This is an optimization exercise on Yosys and OpenROAD, whose aim is small area, a short achievable clock period and few clock cycles per item, not a production implementation. Only simulation tests tie the RTL to the original design; equivalence was not proved. No activity file was given, so power comes from the tool's default toggle rates.

==> flow/design.v <==
package corePkg;
	typedef enum logic [3:0] {
		opAnd = 4'b0000,
		opEor = 4'b0001,
		opSub = 4'b0010,
		opRsb = 4'b0011,
		opAdd = 4'b0100,
		opAdc = 4'b0101,
		opSbc = 4'b0110,
		opRsc = 4'b0111,
		opTst = 4'b1000,
		opTeq = 4'b1001,
		opCmp = 4'b1010,
		opCmn = 4'b1011,
		opOrr = 4'b1100,
		opMov = 4'b1101,
		opBic = 4'b1110,
		opMvn = 4'b1111
	} aluOpT;
	typedef enum logic [3:0] {
		condEq = 4'b0000,
		condNe = 4'b0001,
		condCs = 4'b0010,
		condCc = 4'b0011,
		condMi = 4'b0100,
		condPl = 4'b0101,
		condVs = 4'b0110,
		condVc = 4'b0111,
		condHi = 4'b1000,
		condLs = 4'b1001,
		condGe = 4'b1010,
		condLt = 4'b1011,
		condGt = 4'b1100,
		condLe = 4'b1101,
		condAl = 4'b1110
	} condT;
	typedef enum logic [1:0] {
		shLsl = 2'b00,
		shLsr = 2'b01,
		shAsr = 2'b10,
		shRor = 2'b11
	} shiftKindT;
	typedef struct packed {
		logic n;
		logic z;
		logic c;
		logic v;
	} flagsT;
	typedef enum logic [1:0] {
		kindDataProc = 2'b00,
		kindBranch = 2'b01,
		kindUnsupported = 2'b10
	} instrKindT;
endpackage
`timescale 1ns/1ps
module operandShifter (
	input  logic immediate,
	input  logic [11:0] operandField,
	input  logic [32-1:0] rmData,
	input  logic carryIn,
	output logic [32-1:0] operand2,
	output logic shiftCarry
);
	logic [4:0] rotAmt;
	logic [4:0] shAmt;
	corePkg::shiftKindT kind;
	logic [32-1:0] imm32;
	logic [2*32-1:0] rotImm;
	logic [2*32-1:0] rorReg;
	logic [32:0] lslWide;
	logic [32:0] lsrWide;
	logic signed [32:0] asrWide;
	assign rotAmt = {operandField[11:8], 1'b0};  
	assign shAmt = operandField[11:7];
	assign kind = corePkg::shiftKindT'(operandField[6:5]);
	assign imm32 = {{(32-8){1'b0}}, operandField[7:0]};
	assign rotImm = {imm32, imm32} >> rotAmt;
	assign rorReg = {rmData, rmData} >> shAmt;
	assign lslWide = {1'b0, rmData} << shAmt;  
	assign lsrWide = {rmData, 1'b0} >> shAmt;  
	assign asrWide = $signed({rmData, 1'b0}) >>> shAmt;
	always_comb begin
		operand2 = rmData;
		shiftCarry = carryIn;
		if (immediate) begin
			operand2 = rotImm[32-1:0];
			if (rotAmt != 5'd0)
				shiftCarry = rotImm[32-1];
		end else begin
			unique case (kind)
				corePkg::shLsl: begin
					if (shAmt != 5'd0) begin
						operand2 = lslWide[32-1:0];
						shiftCarry = lslWide[32];
					end
				end
				corePkg::shLsr: begin
					operand2 = (shAmt == 5'd0) ? '0 : lsrWide[32:1];  
					shiftCarry = (shAmt == 5'd0) ? rmData[32-1] : lsrWide[0];
				end
				corePkg::shAsr: begin
					operand2 = (shAmt == 5'd0) ? {32{rmData[32-1]}}
						: asrWide[32:1];
					shiftCarry = (shAmt == 5'd0) ? rmData[32-1] : asrWide[0];
				end
				corePkg::shRor: begin
					if (shAmt != 5'd0) begin
						operand2 = rorReg[32-1:0];
						shiftCarry = rorReg[32-1];
					end
				end
			endcase
		end
	end
endmodule
`timescale 1ns/1ps
module instrDecode (
	input  logic clk,
	input  logic arstN,
	input  logic [32-1:0] instr,
	input  logic instrValid,
	input  logic [32-1:0] rnData,
	input  logic [32-1:0] rmData,
	input  logic carryIn,
	input  logic commitDone,
	input  logic branchTaken,
	input  logic [32-1:0] branchTarget,
	output logic instrReady,
	output logic [32-1:0] pc,
	output logic [4-1:0] rnAddr,
	output logic [4-1:0] rmAddr,
	output logic decValid,
	output corePkg::instrKindT decKind,
	output corePkg::aluOpT decOp,
	output corePkg::condT decCond,
	output logic decSetFlags,
	output logic [4-1:0] decRd,
	output logic [32-1:0] decRnData,
	output logic [32-1:0] decOperand2,
	output logic decShiftCarry,
	output logic [23:0] decOffset,
	output logic [32-1:0] decPc
);
	logic busy;
	logic accept;
	corePkg::instrKindT kind;
	logic [32-1:0] operand2;
	logic shiftCarry;
	assign instrReady = ~busy;
	assign accept = instrValid & instrReady;
	assign rnAddr = instr[19:16];
	assign rmAddr = instr[3:0];
	always_comb begin
		if (instr[27:26] == 2'b00)
			kind = corePkg::kindDataProc;
		else if (instr[27:25] == 3'b101)
			kind = corePkg::kindBranch;
		else
			kind = corePkg::kindUnsupported;  
	end
	operandShifter shifter (
		.immediate(instr[25]),
		.operandField(instr[11:0]),
		.rmData(rmData),
		.carryIn(carryIn),
		.operand2(operand2),
		.shiftCarry(shiftCarry)
	);
	always_ff @(posedge clk or negedge arstN) begin
		if (!arstN) begin
			busy <= 1'b0;
			decValid <= 1'b0;
			pc <= '0;
		end else begin
			decValid <= accept;
			if (accept)
				busy <= 1'b1;
			else if (commitDone)
				busy <= 1'b0;
			if (accept)
				pc <= pc + 32'd4;
			else if (branchTaken)
				pc <= branchTarget;  
		end
	end
	always_ff @(posedge clk) begin
		if (accept) begin
			decKind <= kind;
			decOp <= corePkg::aluOpT'(instr[24:21]);  
			decCond <= corePkg::condT'(instr[31:28]);
			decSetFlags <= instr[20];
			decRd <= instr[15:12];
			decRnData <= rnData;
			decOperand2 <= operand2;
			decShiftCarry <= shiftCarry;
			decOffset <= instr[23:0];
			decPc <= pc;
		end
	end
endmodule
`timescale 1ns/1ps
module aluExecute (
	input  logic clk,
	input  logic arstN,
	input  logic decValid,
	input  corePkg::instrKindT decKind,
	input  corePkg::aluOpT decOp,
	input  corePkg::condT decCond,
	input  logic decSetFlags,
	input  logic [4-1:0] decRd,
	input  logic [32-1:0] decRnData,
	input  logic [32-1:0] decOperand2,
	input  logic decShiftCarry,
	input  logic [23:0] decOffset,
	input  logic [32-1:0] decPc,
	input  corePkg::flagsT flags,
	output logic exeValid,
	output logic exeWrEn,
	output logic [4-1:0] exeRd,
	output logic [32-1:0] exeResult,
	output logic exeFlagsEn,
	output corePkg::flagsT exeFlags,
	output logic exeBranch,
	output logic [32-1:0] exeTarget
);
	logic condPass;
	logic isDp;
	logic isBranch;
	logic isCompare;
	logic isArith;
	logic [32-1:0] addA;
	logic [32-1:0] addB;
	logic addCin;
	logic [32:0] sum;
	logic [32-1:0] logicRes;
	logic [32-1:0] result;
	corePkg::flagsT dpFlags;
	logic [32-1:0] target;
	always_comb begin
		unique case (decCond)
			corePkg::condEq: condPass = flags.z;
			corePkg::condNe: condPass = !flags.z;
			corePkg::condCs: condPass = flags.c;
			corePkg::condCc: condPass = !flags.c;
			corePkg::condMi: condPass = flags.n;
			corePkg::condPl: condPass = !flags.n;
			corePkg::condVs: condPass = flags.v;
			corePkg::condVc: condPass = !flags.v;
			corePkg::condHi: condPass = flags.c && !flags.z;
			corePkg::condLs: condPass = !flags.c || flags.z;
			corePkg::condGe: condPass = flags.n == flags.v;
			corePkg::condLt: condPass = flags.n != flags.v;
			corePkg::condGt: condPass = !flags.z && (flags.n == flags.v);
			corePkg::condLe: condPass = flags.z || (flags.n != flags.v);
			default: condPass = 1'b1;  
		endcase
	end
	assign isDp = decKind == corePkg::kindDataProc;
	assign isBranch = decKind == corePkg::kindBranch;
	assign isCompare = decOp == corePkg::opTst || decOp == corePkg::opTeq ||
		decOp == corePkg::opCmp || decOp == corePkg::opCmn;
	always_comb begin
		addA = decRnData;
		addB = decOperand2;
		addCin = 1'b0;
		isArith = 1'b1;
		logicRes = decOperand2;
		unique case (decOp)
			corePkg::opAnd, corePkg::opTst: begin
				isArith = 1'b0;
				logicRes = decRnData & decOperand2;
			end
			corePkg::opEor, corePkg::opTeq: begin
				isArith = 1'b0;
				logicRes = decRnData ^ decOperand2;
			end
			corePkg::opSub, corePkg::opCmp: begin
				addB = ~decOperand2;
				addCin = 1'b1;
			end
			corePkg::opRsb, corePkg::opRsc: begin
				addA = decOperand2;
				addB = ~decRnData;
				addCin = (decOp == corePkg::opRsb) ? 1'b1 : flags.c;
			end
			corePkg::opAdd, corePkg::opCmn: addCin = 1'b0;
			corePkg::opAdc: addCin = flags.c;
			corePkg::opSbc: begin
				addB = ~decOperand2;
				addCin = flags.c;
			end
			corePkg::opOrr: begin
				isArith = 1'b0;
				logicRes = decRnData | decOperand2;
			end
			corePkg::opMov: isArith = 1'b0;
			corePkg::opBic: begin
				isArith = 1'b0;
				logicRes = decRnData & ~decOperand2;
			end
			corePkg::opMvn: begin
				isArith = 1'b0;
				logicRes = ~decOperand2;
			end
		endcase
	end
	assign sum = {1'b0, addA} + {1'b0, addB} + {{32{1'b0}}, addCin};
	assign result = isArith ? sum[32-1:0] : logicRes;
	assign dpFlags.n = result[32-1];
	assign dpFlags.z = result == '0;
	assign dpFlags.c = isArith ? sum[32] : decShiftCarry;  
	assign dpFlags.v = isArith ? (addA[32-1] == addB[32-1]) &&
		(sum[32-1] != addA[32-1]) : flags.v;
	assign target = decPc + 32'd8 +
		{{(32-26){decOffset[23]}}, decOffset, 2'b00};
	always_ff @(posedge clk or negedge arstN) begin
		if (!arstN) begin
			exeValid <= 1'b0;
			exeWrEn <= 1'b0;
			exeFlagsEn <= 1'b0;
			exeBranch <= 1'b0;
		end else begin
			exeValid <= decValid;  
			exeWrEn <= decValid && condPass &&
				((isDp && !isCompare) || (isBranch && decOp[3]));
			exeFlagsEn <= decValid && condPass && isDp && decSetFlags;
			exeBranch <= decValid && condPass && isBranch;
		end
	end
	always_ff @(posedge clk) begin
		if (decValid) begin
			exeRd <= isBranch ? 4'd14 : decRd;
			exeResult <= isBranch ? decPc + 32'd4 : result;  
			exeFlags <= dpFlags;
			exeTarget <= target;
		end
	end
endmodule
`timescale 1ns/1ps
module resultWriteback (
	input  logic clk,
	input  logic arstN,
	input  logic exeValid,
	input  logic exeWrEn,
	input  logic [4-1:0] exeRd,
	input  logic [32-1:0] exeResult,
	input  logic exeFlagsEn,
	input  corePkg::flagsT exeFlags,
	input  logic exeBranch,
	input  logic [32-1:0] exeTarget,
	input  logic [4-1:0] rnAddr,
	input  logic [4-1:0] rmAddr,
	output logic [32-1:0] rnData,
	output logic [32-1:0] rmData,
	output corePkg::flagsT flags,
	output logic commitDone,
	output logic branchNow,
	output logic regWrValid,
	output logic [4-1:0] regWrAddr,
	output logic [32-1:0] regWrData,
	output logic branchTaken,
	output logic [32-1:0] branchTarget
);
	logic [32-1:0] regFile [16];
	assign rnData = regFile[rnAddr];
	assign rmData = regFile[rmAddr];
	assign commitDone = exeValid;
	assign branchNow = exeValid && exeBranch;
	assign branchTarget = exeTarget;
	always_ff @(posedge clk or negedge arstN) begin
		if (!arstN) begin
			for (int i = 0; i < 16; i++)
				regFile[i] <= '0;
			flags <= '0;
			regWrValid <= 1'b0;
			branchTaken <= 1'b0;
		end else begin
			if (exeValid && exeWrEn)
				regFile[exeRd] <= exeResult;
			if (exeValid && exeFlagsEn)
				flags <= exeFlags;
			regWrValid <= exeValid && exeWrEn;  
			branchTaken <= branchNow;
		end
	end
	always_ff @(posedge clk) begin
		if (exeValid && exeWrEn) begin
			regWrAddr <= exeRd;
			regWrData <= exeResult;
		end
	end
endmodule
`timescale 1ns/1ps
module armCore (
	input  logic clk,
	input  logic arstN,
	input  logic [32-1:0] instr,
	input  logic instrValid,
	output logic instrReady,
	output logic [32-1:0] pc,
	output logic regWrValid,
	output logic [4-1:0] regWrAddr,
	output logic [32-1:0] regWrData,
	output logic branchTaken,
	output logic [3:0] flags  
);
	corePkg::flagsT cpsrFlags;
	assign flags = cpsrFlags;
	logic [4-1:0] rnAddr;
	logic [4-1:0] rmAddr;
	logic [32-1:0] rnData;
	logic [32-1:0] rmData;
	logic commitDone;
	logic branchNow;
	logic [32-1:0] branchTarget;
	logic decValid;
	corePkg::instrKindT decKind;
	corePkg::aluOpT decOp;
	corePkg::condT decCond;
	logic decSetFlags;
	logic [4-1:0] decRd;
	logic [32-1:0] decRnData;
	logic [32-1:0] decOperand2;
	logic decShiftCarry;
	logic [23:0] decOffset;
	logic [32-1:0] decPc;
	logic exeValid;
	logic exeWrEn;
	logic [4-1:0] exeRd;
	logic [32-1:0] exeResult;
	logic exeFlagsEn;
	corePkg::flagsT exeFlags;
	logic exeBranch;
	logic [32-1:0] exeTarget;
	instrDecode decode (
		.clk(clk), .arstN(arstN),
		.instr(instr), .instrValid(instrValid), .instrReady(instrReady), .pc(pc),
		.rnData(rnData), .rmData(rmData), .rnAddr(rnAddr), .rmAddr(rmAddr),
		.carryIn(cpsrFlags.c),  
		.commitDone(commitDone), .branchTaken(branchNow), .branchTarget(branchTarget),
		.decValid(decValid), .decKind(decKind), .decOp(decOp), .decCond(decCond),
		.decSetFlags(decSetFlags), .decRd(decRd), .decRnData(decRnData),
		.decOperand2(decOperand2), .decShiftCarry(decShiftCarry),
		.decOffset(decOffset), .decPc(decPc)
	);
	aluExecute execute (
		.clk(clk), .arstN(arstN),
		.decValid(decValid), .decKind(decKind), .decOp(decOp), .decCond(decCond),
		.decSetFlags(decSetFlags), .decRd(decRd), .decRnData(decRnData),
		.decOperand2(decOperand2), .decShiftCarry(decShiftCarry),
		.decOffset(decOffset), .decPc(decPc), .flags(cpsrFlags),
		.exeValid(exeValid), .exeWrEn(exeWrEn), .exeRd(exeRd), .exeResult(exeResult),
		.exeFlagsEn(exeFlagsEn), .exeFlags(exeFlags),
		.exeBranch(exeBranch), .exeTarget(exeTarget)
	);
	resultWriteback writeback (
		.clk(clk), .arstN(arstN),
		.exeValid(exeValid), .exeWrEn(exeWrEn), .exeRd(exeRd), .exeResult(exeResult),
		.exeFlagsEn(exeFlagsEn), .exeFlags(exeFlags),
		.exeBranch(exeBranch), .exeTarget(exeTarget),
		.rnAddr(rnAddr), .rmAddr(rmAddr), .rnData(rnData), .rmData(rmData),
		.flags(cpsrFlags), .commitDone(commitDone), .branchNow(branchNow),
		.regWrValid(regWrValid), .regWrAddr(regWrAddr), .regWrData(regWrData),
		.branchTaken(branchTaken), .branchTarget(branchTarget)
	);
endmodule
==> flow/run.sh <==
#!/bin/bash
# synth_recipe.tcl (not shown) runs the flow's synth.tcl, then flattens the netlist and writes it again
# the make line also repeats each setting of config.mk as NAME=value (left out here)
make -C /OpenROAD-flow-scripts/flow DESIGN_CONFIG=/design/flow/config.mk WORK_HOME=/design/flow/orfs CLKGATE_MAP_FILE= SYNTH_SCRIPT=/design/flow/synth_recipe.tcl finish
==> flow/config.mk <==
export PLATFORM = sky130hd
export DESIGN_NAME = armCore
export DESIGN_NICKNAME = armCore
export VERILOG_FILES = /design/flow/design.v
export SDC_FILE = /design/flow/constraint.sdc
export NUM_CORES = 4
export LEC_CHECK = 0
export CAP_MARGIN = 40
export CORE_MARGIN = 2
export CORE_UTILIZATION = 35
export SLEW_MARGIN = 20
==> flow/constraint.sdc <==
create_clock -name core_clock -period 13.0 [get_ports {clk}]
set_input_delay 2.6000 -clock core_clock [delete_from_list [all_inputs] [get_ports {clk}]]
set_output_delay 2.6000 -clock core_clock [all_outputs]
set_load 0.01 [all_outputs]
==> summary.txt <==
- Overall power of the completed layout: 5.89 mW
- Combinational cell fraction of total power: 0.096
- Post-CTS Resized: 0
- Routed length per instance: 34.6 µm
- Post-synth ARST share: 0.702
- Vertical die dimension: 382 µm
- Leading cell types by total area after synthesis: sky130_fd_sc_hd__dfrtp_1 28%, sky130_fd_sc_hd__edfxtp_1 14%, sky130_fd_sc_hd__mux2_2 12%, sky130_fd_sc_hd__a22oi_1 3.8%, sky130_fd_sc_hd__ha_1 3.0%
- Pwr/cell area: 104 mW/mm²
- Global-route wire length before repair: 336000 µm
- Critical Path Most Common Cell: sky130_fd_sc_hd__buf_4
- Number of design-rule violations left by the first detailed-router iteration: 7513
- TritonCTS clock tree: built
- Post-layout nets: 5091
- Die span in x: 382 µm
- Number of synthesized register bits: 792
- Antenna-violating nets left: 0
- Post-Synthesis Net Count: 5102
- Weighted congestion at the end of routability-driven global placement: 1.06
- GRT Overall Usage: 0.316
- Yosys top cell area share: 0.278
- Number of CTS-inserted buffers: 90
- Pin count of the biggest net entering global routing: 136
- Critical-path cell list: buf_4, buf_4, buf_4, nand3b_1, o221ai_1, a211oi_1, a211oi_2, a31oi_1, buf_4, mux2i_1, o22a_1, a21oi_1, a2111oi_0, a21oi_1, o31ai_1
- Number of distinct library cells after synthesis: 118
- Post-CTS repair timing setup buffer count: 0
- Final worst-path cycle share: 0.579
- Global-route congestion overflow total: 0
- Final-report max-slew violation count: 0
- Vias in the first global route: 44400
- Number of buffers inserted for hold repair after clock tree synthesis: 0
- Setup ws final: 5.48 ns
- Largest stage delay on the critical path: 0.70 ns
- WL final: 239000 µm
- Most frequently used flop master after synthesis: sky130_fd_sc_hd__dfrtp_1
- Data arrival time of the critical path: 8.07 ns
- Switching share of total power: 0.270
- Status: complete, no violations
- CP Max Fanout: 56
- Routed via count divided by cell count: 6.78
- Required time worst endpoint: 13.54 ns
- Number of synthesized flops with an enable pin: 236
- Placed cell area: 0.0535 mm²
- Area delta synth->final: 13.4%
- H-tree level count: 3
- Number of buffer and inverter instances along the worst setup path: 4
- Insertion delay of the later-clocked pin in the worst-skew pair: 0.74 ns
- Cell leakage power: 23.7 nW
- Io pins: 110
- Full die area: 0.146 mm²
- Total Neg Setup Slack: 0 ns
- Path type of the worst setup path: in2reg
- Post-layout minimum cycle time: 7.52 ns
- Max-cap violations: 0
- Synthesized cell area: 0.0501 mm²
- Setup repair after global routing missed its margin: no
- Worst min-delay path class: reg2reg
- Share of cells above drive strength 1: 0.203
- Vias: 46800
- Switching power: 1.59 mW
- First-pass DRT Iterations: 7
- Peak VDD IR: 0.0000899 V
- Final standard cell area without fillers: 0.0568 mm²
- Count of final hold-check violations: 0
- Footprint of the multi-input gates: 0.0271 mm²
- Startpoint class of the critical path: input pin
- Number of instances in the synthesized netlist: 4942
- Fillcell total: 13900
- Cell at the slowest stage of the critical path: sky130_fd_sc_hd__a211oi_2
- Ys Warns: 5
- Initial core utilization: 0.353
- Biggest area consumer among synthesized cells: sky130_fd_sc_hd__dfrtp_1
- Area of the placeable core: 0.142 mm²
- Post-Place Worst Slack: 5.14 ns
- CTS Sinks: 792
- Maximum buffer depth of the clock tree: 3
- Proportion of power drawn by the clock network: 0.469
- Max-slew headroom: 0.279
- Antenna violations before repair: 22
- Power Internal: 4.30 mW
- # setup viols final: 0
- Reg clk slew, reported paths: 0.06 ns
- Port Buffers: 109
- DRC viols: 0
- Cell family with the largest share of critical-path delay: compound AO/OA/AOI/OAI gates
- Sequential Area: 0.0210 mm²
- Number of placement rows: 138
- Kind of capture point of the worst setup path: flop
- Slew of the pin with the lowest slew margin: 1.08 ns
- Fin Clk Skew: 0.0428 ns
- Clock root cell: sky130_fd_sc_hd__clkbuf_16
- Sequential share of the synthesized area: 0.419
- Achievable frequency: 133 MHz
- Sequential share of power: 0.435
- Tightest hold margin: 0.443 ns
- Post-DP HPWL: 159000 µm
- Avg Synthesized Cell Area: 10.1 µm²
==> per-stage QoR <==
step / utilization / instances
detailed placement: 0.377 / 6719
floorplan: - / 4942
global route: 0.400 / 6897
finish: 0.400 / 6902
global placement: 0.373 / 6684
CTS: 0.399 / 6885
==> final cells by class <==
class,count,area share
multi-input combinational,3633,0.477
sequential,792,0.370
timing repair buffer,282,0.0479
clock buffer,121,0.0447
tap,1890,0.0416
clock inverter,45,0.0102
inverter,132,0.00881
antenna,7,0.000308
==> worst paths after layout <==
kind / startpoint / endpoint / slack [ns] / cells past startpoint
hold / removal: execute.exeTarget[0]$_DFFE_PP_ / decode.pc[0]$_DFFE_PN0P_ / 0.44 / 2
hold reg to reg: execute.exeTarget[0]$_DFFE_PP_ / decode.pc[0]$_DFFE_PN0P_ / 0.44 / 2
setup reg to reg: decode.decOp[2]$_DFFE_PP_ / execute.exeFlags[2]$_DFFE_PP_ / 6.45 / 20
setup / recovery: instr[1] / decode.decOperand2[7]$_DFFE_PP_ / 5.48 / 15
max in group asynchronous: arstN / decode.decValid$_DFF_PN0_ / 9.00 / 4
min in group asynchronous: arstN / writeback.regFile[14][13]$_DFFE_PN0P_ / 1.88 / 1
==> synth_stat cells (all sizes together), types with 58 or more instances <==
| cell | number |
|---|---|
| a22o | 78 |
| mux2i | 129 |
| nor2 | 295 |
| buf | 120 |
| o21ai | 244 |
| a221oi | 78 |
| nand2 | 366 |
| nand3 | 122 |
| a22oi | 254 |
| a21oi | 292 |
| mux2 | 544 |
| a211oi | 68 |
| nor3 | 81 |
| nand4 | 58 |
| xnor2 | 66 |
| inv | 128 |
| edfxtp | 236 |
| ha | 122 |
| clkbuf | 265 |
| dfrtp | 556 |
==> state kept, by name, summed over array words and instances, names as in the netlist, 2 cells and up <==
register             flops
writeback.regWrData     32
execute.exeRd            4
execute.exeFlags         4
execute.exeTarget       32
decode.decOp             2
decode.decCond           4
decode.decPc            32
decode.decOperand2      32
decode.pc               32
writeback.regFile      512
decode.decKind           2
decode.decRnData        32
execute.exeResult       32
writeback.regWrAddr      4
writeback.flags          4
decode.decOffset        23
==> layout by cell type (no fill, tap or decap), types with 26 or more instances in the layout <==
| cell | Yosys | final |
|---|---|---|
| sky130_fd_sc_hd__dfrtp_1 | 556 | 555 |
| sky130_fd_sc_hd__mux2_2 | 543 | 543 |
| sky130_fd_sc_hd__nand2_1 | 366 | 364 |
| sky130_fd_sc_hd__a21oi_1 | 289 | 289 |
| sky130_fd_sc_hd__nor2_1 | 291 | 268 |
| sky130_fd_sc_hd__a22oi_1 | 254 | 254 |
| sky130_fd_sc_hd__o21ai_0 | 236 | 236 |
| sky130_fd_sc_hd__edfxtp_1 | 236 | 236 |
| sky130_fd_sc_hd__buf_4 | 17 | 136 |
| sky130_fd_sc_hd__mux2i_1 | 127 | 127 |
| sky130_fd_sc_hd__inv_1 | 125 | 124 |
| sky130_fd_sc_hd__ha_1 | 122 | 122 |
| sky130_fd_sc_hd__nand3_1 | 121 | 118 |
| sky130_fd_sc_hd__clkdlybuf4s50_1 | 0 | 99 |
| sky130_fd_sc_hd__clkbuf_16 | 0 | 91 |
| sky130_fd_sc_hd__a22o_1 | 78 | 78 |
| sky130_fd_sc_hd__a221oi_1 | 77 | 77 |
| sky130_fd_sc_hd__nor3_1 | 80 | 73 |
| sky130_fd_sc_hd__xnor2_1 | 66 | 66 |
| sky130_fd_sc_hd__a211oi_1 | 65 | 65 |
| sky130_fd_sc_hd__nand4_1 | 58 | 58 |
| sky130_fd_sc_hd__nand3b_1 | 55 | 55 |
| sky130_fd_sc_hd__o22ai_1 | 54 | 54 |
| sky130_fd_sc_hd__o221ai_1 | 54 | 54 |
| sky130_fd_sc_hd__a31oi_1 | 46 | 45 |
| sky130_fd_sc_hd__nand2b_1 | 44 | 43 |
| sky130_fd_sc_hd__o22a_1 | 41 | 41 |
| sky130_fd_sc_hd__and3_1 | 34 | 34 |
| sky130_fd_sc_hd__a21o_1 | 29 | 29 |
| sky130_fd_sc_hd__o211ai_1 | 29 | 29 |
| sky130_fd_sc_hd__xor2_1 | 26 | 26 |
==> tightest hold or removal path, delay by kind of cell, from the launching register on <==
family,cells,cell delay (ns)
simple gates,2,0.08
flops,1,0.32
==> routing by layer <==
layer	up-vias	global-route usage	part of all wire
met1	23200	0.401	0.38
met3	1005	0.115	0.13
met2	3612	0.451	0.41
li1	18900	-	-
met4	14	0.206	0.078
met5	-	0	0.00039
==> cell families (layout without fill, tap and decap cells) <==
group / count (synthesis) / count (layout) / synth area share
AOI/OAI and AO/OA: 1508 / 1508 / 0.212
xor gates and xnor gates: 92 / 92 / 0.0161
adders and majority gates: 125 / 125 / 0.0316
buffers and inverters: 517 / 580 / 0.0459
DFF: 792 / 792 / 0.419
muxes: 690 / 690 / 0.156
other: 0 / 7 / 0
and+or+nand+nor: 1218 / 1218 / 0.120
==> power groups by stage <==
stage | logic (mW) | registers, mW | clock network (mW)
3_5_place_dp | 0.529 | 2.61 | 0
6_report | 0.566 | 2.56 | 2.76
2_1_floorplan | 0.274 | 2.61 | 0
5_1_grt | 0.570 | 2.56 | 2.88
3_3_place_gp | 0.523 | 2.61 | 0
4_1_cts | 0.531 | 2.56 | 2.78
Testbench counts, summed over its fixed seeds: cycles 72,008, items 24,000.

## port drivers added, routing unchanged
How much do the figures lean on ideal ports? The routed layout below was timed once more, with nothing changed but the port constraints.
Step 1, drivers: a clkbuf_16 drives clk and a buf_2 each remaining input, both assumed.
Step 2, shift: input delay + t, output delay - t, t = (earliest + latest rising clock arrival at the registers) / 2. This alone moves slack from input paths to output paths.
Slacks: ideal / step 1 / step 2; pairs: ideal / step 1.
t, ns: 0.804
setup WS [ns]: 5.477 / 5.518 / 4.714
worst setup path after step 2: input to register
clock arrival spread, ns: 0.046 / 0.046
cell pins on the clock port's net: 1
After both steps this run still meets setup and hold. The setup slack of this run moves by +0.041 ns with the drivers and by -0.763 ns with both steps.
